This design comes from an exercise in tuning for small area, a short achievable clock period and few clock cycles per item on the open sky130 flow, not from production work.
Function was checked by simulation only, so behaviour that the tests miss may differ from the original.

## lane 1
==> flow/design.v <==
package chacha_pkg;
    localparam int CHACHA_ROUNDS    = 20;
    localparam int CHACHA_REQ_DEPTH = 2;
    localparam int CHACHA_BLK_DEPTH = 2;   
    localparam logic [31:0] CHACHA_CONST0 = 32'h61707865;
    localparam logic [31:0] CHACHA_CONST1 = 32'h3320646e;
    localparam logic [31:0] CHACHA_CONST2 = 32'h79622d32;
    localparam logic [31:0] CHACHA_CONST3 = 32'h6b206574;
    typedef logic [31:0] word_t;
    typedef word_t [15:0] chacha_state_t;
    typedef struct packed {
        logic [255:0] key;
        logic [31:0]  counter;
        logic [95:0]  nonce;
    } chacha_req_t;
    typedef logic [511:0] block_t;
endpackage
`timescale 1ns/1ps
module add32 (
    input  logic [31:0] a,
    input  logic [31:0] b,
    output logic [31:0] s
);
  logic [31:0] g [0:5];
  logic [31:0] p [0:5];
  always_comb begin
    g[0] = a & b; p[0] = a ^ b;
    for (int l = 0; l < 5; l++) begin
      for (int i = 0; i < 32; i++) begin
        if (i[l]) begin
          g[l+1][i] = g[l][i] | (p[l][i] & g[l][((i >> l) << l) - 1]);
          p[l+1][i] = p[l][i] & p[l][((i >> l) << l) - 1];
        end else begin
          g[l+1][i] = g[l][i]; p[l+1][i] = p[l][i];
        end
      end
    end
    s[0] = p[0][0];
    for (int i = 1; i < 32; i++) s[i] = p[0][i] ^ g[5][i-1];
  end
endmodule
`timescale 1ns/1ps
import chacha_pkg::*;
module chacha_top (
    input  logic        clk,
    input  logic        rst_n,
    input  logic        req_valid,
    output logic        req_ready,
    input  logic [383:0] req,   
    output logic        ks_valid,
    output logic [31:0]       ks_word,
    input  logic        ks_ready
);
    localparam logic [4:0] LAST = 5'd19;    
    localparam logic [4:0] GAP = 5'd17;
    function automatic logic [31:0] rotl(input logic [31:0] x, input int n);
        rotl = (x << n) | (x >> (32 - n));
    endfunction
    function automatic logic [31:0] in_word(input logic [383:0] r, input int w);
        if (w < 12)       in_word = r[128 + 32*(w - 4) +: 32];
        else if (w == 12) in_word = r[96 +: 32];
        else              in_word = r[32*(w - 13) +: 32];
    endfunction
    logic [15:0][31:0] r1, r2, s1, s2, init1, ob_in;
    logic [383:0]      i1, i2, i1_d;
    logic              b1, b2, b1_d;            
    logic [4:0]        n1, n2, n1_d;            
    logic [1:0]        t1, t2, t1_d;            
    logic [1:0]        next_in, next_out, next_out_d;
    logic [4:0]        since, since_d;
    logic              fin2, can_xfer, free2, accept, ob_valid_d;
    logic [15:0][31:0] ob;        
    logic [383:0]      ib;        
    logic              ob_valid;
    logic [3:0]        ob_idx, ob_head;
    logic              take, load;
    for (genvar i = 0; i < 4; i++) begin : g_s1
        logic [31:0] a, b, c, d;
        add32 add_a (.a(r1[i]), .b(r1[4 + i]), .s(a));
        assign d = rotl(r1[12 + i] ^ a, 16);
        add32 add_c (.a(r1[8 + i]), .b(d), .s(c));
        assign b = rotl(r1[4 + i] ^ c, 12);
        assign s1[i] = a;
        assign s1[4 + i] = b;
        assign s1[8 + i] = c;
        assign s1[12 + i] = d;
    end
    for (genvar i = 0; i < 4; i++) begin : g_s2
        logic [31:0] a, b, c, d;
        add32 add_a (.a(r2[i]), .b(r2[4 + i]), .s(a));
        assign d = rotl(r2[12 + i] ^ a, 8);
        add32 add_c (.a(r2[8 + i]), .b(d), .s(c));
        assign b = rotl(r2[4 + i] ^ c, 7);
        assign s2[(4 - i) % 4] = a;
        assign s2[4 + (5 - i) % 4] = b;
        assign s2[8 + (6 - i) % 4] = c;
        assign s2[12 + (7 - i) % 4] = d;
    end
    assign i1_d = free2 ? req : i2;
    always_comb begin
        init1[0] = CHACHA_CONST0;
        init1[1] = CHACHA_CONST1;
        init1[2] = CHACHA_CONST2;
        init1[3] = CHACHA_CONST3;
        for (int w = 4; w < 16; w++) init1[w] = in_word(i1_d, w);
    end
    always_comb begin
        ob_in[0] = CHACHA_CONST0;
        ob_in[1] = CHACHA_CONST1;
        ob_in[2] = CHACHA_CONST2;
        ob_in[3] = CHACHA_CONST3;
        for (int w = 4; w < 16; w++) ob_in[w] = in_word(ib, w);
    end
    assign fin2     = b2 && (n2 == LAST);
    assign can_xfer = fin2 && !ob_valid && (t2 == next_out);
    assign free2    = !b2 || can_xfer;
    assign accept   = req_valid && req_ready;
    always_comb begin
        b1_d = (b2 && !can_xfer) || accept;
        n1_d = (b2 && !fin2) ? n2 + 1'b1 : 5'd0;
        t1_d = free2 ? next_in : t2;
        next_out_d = next_out + can_xfer;
        since_d = accept ? 5'd1 : (since == 5'd31) ? since : since + 1'b1;
    end
    always_ff @(posedge clk) begin
        r2 <= s1;
        i2 <= i1;
        n2 <= n1;
        t2 <= t1;
        r1 <= (b2 && !fin2) ? s2 : init1;
        i1 <= i1_d;
        n1 <= n1_d;
        t1 <= t1_d;
    end
    always_ff @(posedge clk or negedge rst_n) begin
        if (!rst_n) begin
            b1        <= 1'b0;
            b2        <= 1'b0;
            next_in   <= '0;
            next_out  <= '0;
            since     <= 5'd31;
            req_ready <= 1'b1;
        end else begin
            b1 <= b1_d;
            b2 <= b1;
            if (accept) next_in <= next_in + 1'b1;
            next_out <= next_out_d;
            since <= since_d;
            req_ready <= (!b1 || (n1 == LAST && !ob_valid_d && t1 == next_out_d))
                         && (since_d >= GAP);
        end
    end
    assign take = !ks_valid || ks_ready;
    assign load = take && ob_valid && (ob_head == ob_idx);
    assign ob_valid_d = can_xfer || (ob_valid && !(load && ob_idx == 4'd15));
    always_ff @(posedge clk) begin
        if (can_xfer) begin
            ob <= s2;
            ib <= i2;
        end else begin
            ob <= {ob[0], ob[15:1]};
        end
        if (load) ks_word <= ob[0] + ob_in[ob_idx];   
    end
    always_ff @(posedge clk or negedge rst_n) begin
        if (!rst_n) begin
            ob_valid <= 1'b0;
            ob_idx   <= '0;
            ob_head  <= '0;
            ks_valid <= 1'b0;
        end else begin
            ob_valid <= ob_valid_d;
            ob_head  <= can_xfer ? 4'd0 : ob_head + 1'b1;
            if (can_xfer) ob_idx <= '0;
            else if (load) ob_idx <= ob_idx + 1'b1;
            if (take) ks_valid <= load;
        end
    end
endmodule
==> flow/config.mk <==
export PLATFORM = sky130hd
export DESIGN_NAME = chacha_top
export DESIGN_NICKNAME = chacha_top
export VERILOG_FILES = /design/flow/design.v
export SDC_FILE = /design/flow/constraint.sdc
export NUM_CORES = 4
export LEC_CHECK = 0
export CAP_MARGIN = 40
export CORE_MARGIN = 2
export CORE_UTILIZATION = 55
export CTS_CLUSTER_DIAMETER = 85
export CTS_CLUSTER_SIZE = 24
export PLACE_DENSITY = 0.7
export SLEW_MARGIN = 40
==> flow/constraint.sdc <==
create_clock -name core_clock -period 14.0 [get_ports {clk}]
set_input_delay 2.8000 -clock core_clock [delete_from_list [all_inputs] [get_ports {clk}]]
set_output_delay 2.8000 -clock core_clock [all_outputs]
set_load 0.01 [all_outputs]
standard.sh (not shown) runs the stock make flow with config.mk's settings and CLKGATE_MAP_FILE= SYNTH_SCRIPT=/design/flow/synth_recipe.tcl, a recipe that flattens the netlist after the stock synthesis.
==> flow/flow/run.sh <==
#!/bin/bash
set -euo pipefail
bash standard.sh SETUP_SLACK_MARGIN=8 \
    "BUFFER_PORTS_ARGS=-buffer_cell sky130_fd_sc_hd__buf_1" \
    finish > standard.log 2>&1
Lane 1 reached the end of the flow, and the finished layout is clean on the timing, design-rule and antenna checks.
Testbench counts of lane 1, summed over its fixed seeds: cycles 2,700, blocks 128.
> inputs changed (lane 1 -> lane 2)
Settings: CORE_UTILIZATION changed from 55 to 60; PLACE_DENSITY changed from 0.7 to 0.75; CTS_CLUSTER_DIAMETER removed (was 85); CAP_MARGIN changed from 40 to 20; CTS_CLUSTER_SIZE removed (was 24); SLEW_MARGIN changed from 40 to 20.
==> flow/flow/run.sh <==
#!/bin/bash
set -euo pipefail
bash standard.sh SETUP_SLACK_MARGIN=8 finish > standard.log 2>&1
--- outcome ---
- Status lane 2: flow complete, layout not clean - antenna rules, capacitance limit, slew limit
- The lower top fanout value on the critical path came out of lane 2.
- Going from lane 1 to lane 2, non-clock buffer count saw a decrease; fraction of layout cells with a size suffix above 1 saw an increase.
For lane 3, these inputs were changed with respect to lane 2:
Settings: an added CTS_CLUSTER_SIZE of 24; an added CTS_CLUSTER_DIAMETER of 85; a change of SLEW_MARGIN from 20 to 40; a change of CAP_MARGIN from 20 to 40.
==> flow/flow/run.sh <==
#!/bin/bash
set -euo pipefail
bash standard.sh SETUP_SLACK_MARGIN=8 \
    "BUFFER_PORTS_ARGS=-buffer_cell sky130_fd_sc_hd__buf_1" \
    finish > standard.log 2>&1
Findings:
Lane 3: all stages complete, timing, DRC and antenna checks passed
Lane 3 against lane 2: number of buffers added for setup after CTS rose by 12%; final critical-path share of the clock period went up by 0.49 points; number of cells upsized or downsized after cts fell 32.
Against lane 2, lane 3 comes in 0.035 ns higher on hold slack.
Lane 3 improves on lane 2 in via count.
Diff lane 3..lane 2 | register cell area after layout | negligible
In lane 3, the minimum clock period after layout came out 0.069 ns above the value in lane 2.
Input changes introduced in lane 4 (baseline for comparison: lane 3):
Settings: CORE_UTILIZATION now 50, was 60; PLACE_DENSITY now 0.65, was 0.75.
==> flow/flow/run.sh <==
#!/bin/bash
set -euo pipefail
bash standard.sh SETUP_SLACK_MARGIN=8.5 \
    "BUFFER_PORTS_ARGS=-buffer_cell sky130_fd_sc_hd__buf_1" \
    finish > standard.log 2>&1
Findings:
- When the final numbers for lane 3 and lane 4 were put side by side, the global-route usage turned out to be smaller in lane 4.
- Going from lane 3 to lane 4, the worst hold slack across all endpoints was found to have gone down by 0.0035 ns.
- Lane 3 → lane 4: core utilization -8.5 points; number of rows created at floorplan grew by 9.9%.
- For lane 3, the capture point of the worst path was r2[203], unlike lane 4, where it was r2[170].
- Changes observed in lane 4 relative to lane 3: wire length of the first global-routing pass moved up.
- From lane 3 to lane 4 the numbers moved as follows: number of clock buffers in the layout shows an increase of 2, final design area excluding fillers shows an increase of about 5.6%.

separate check: timing with driven ports:
In the flow no input, the clock included, has a driving cell. The finished layouts below were timed again as built, in two steps. Step 1 sets driving cells, clkbuf_16 on the clock port and buf_2 on the other inputs (assumed; they add their load-dependent delay and slew). Step 2, shift: input delay + t, output delay - t, t = (earliest + latest rising clock arrival at the registers) / 2. This alone moves slack from input paths to output paths. Three values: ideal, step 1, step 2; two values: the first two.
| run | t, ns | setup WS [ns] | clock arrival spread, ns | slew at the worst register clock pin (ns) | pins driven straight from the clock port |
|---|---|---|---|---|---|
| lane 1 | 0.964 | 7.843 / 7.843 / 7.843 | 0.041 / 0.041 | 0.11 / 0.11 | 1 |
| lane 2 | 1.071 | 7.729 / 7.729 / 7.729 | 0.067 / 0.067 | 0.08 / 0.08 | 1 |
| lane 3 | 0.988 | 7.661 / 7.661 / 7.661 | 0.044 / 0.043 | 0.11 / 0.11 | 1 |
| lane 4 | 0.981 | 7.847 / 7.847 / 7.847 | 0.036 / 0.036 | 0.11 / 0.11 | 1 |
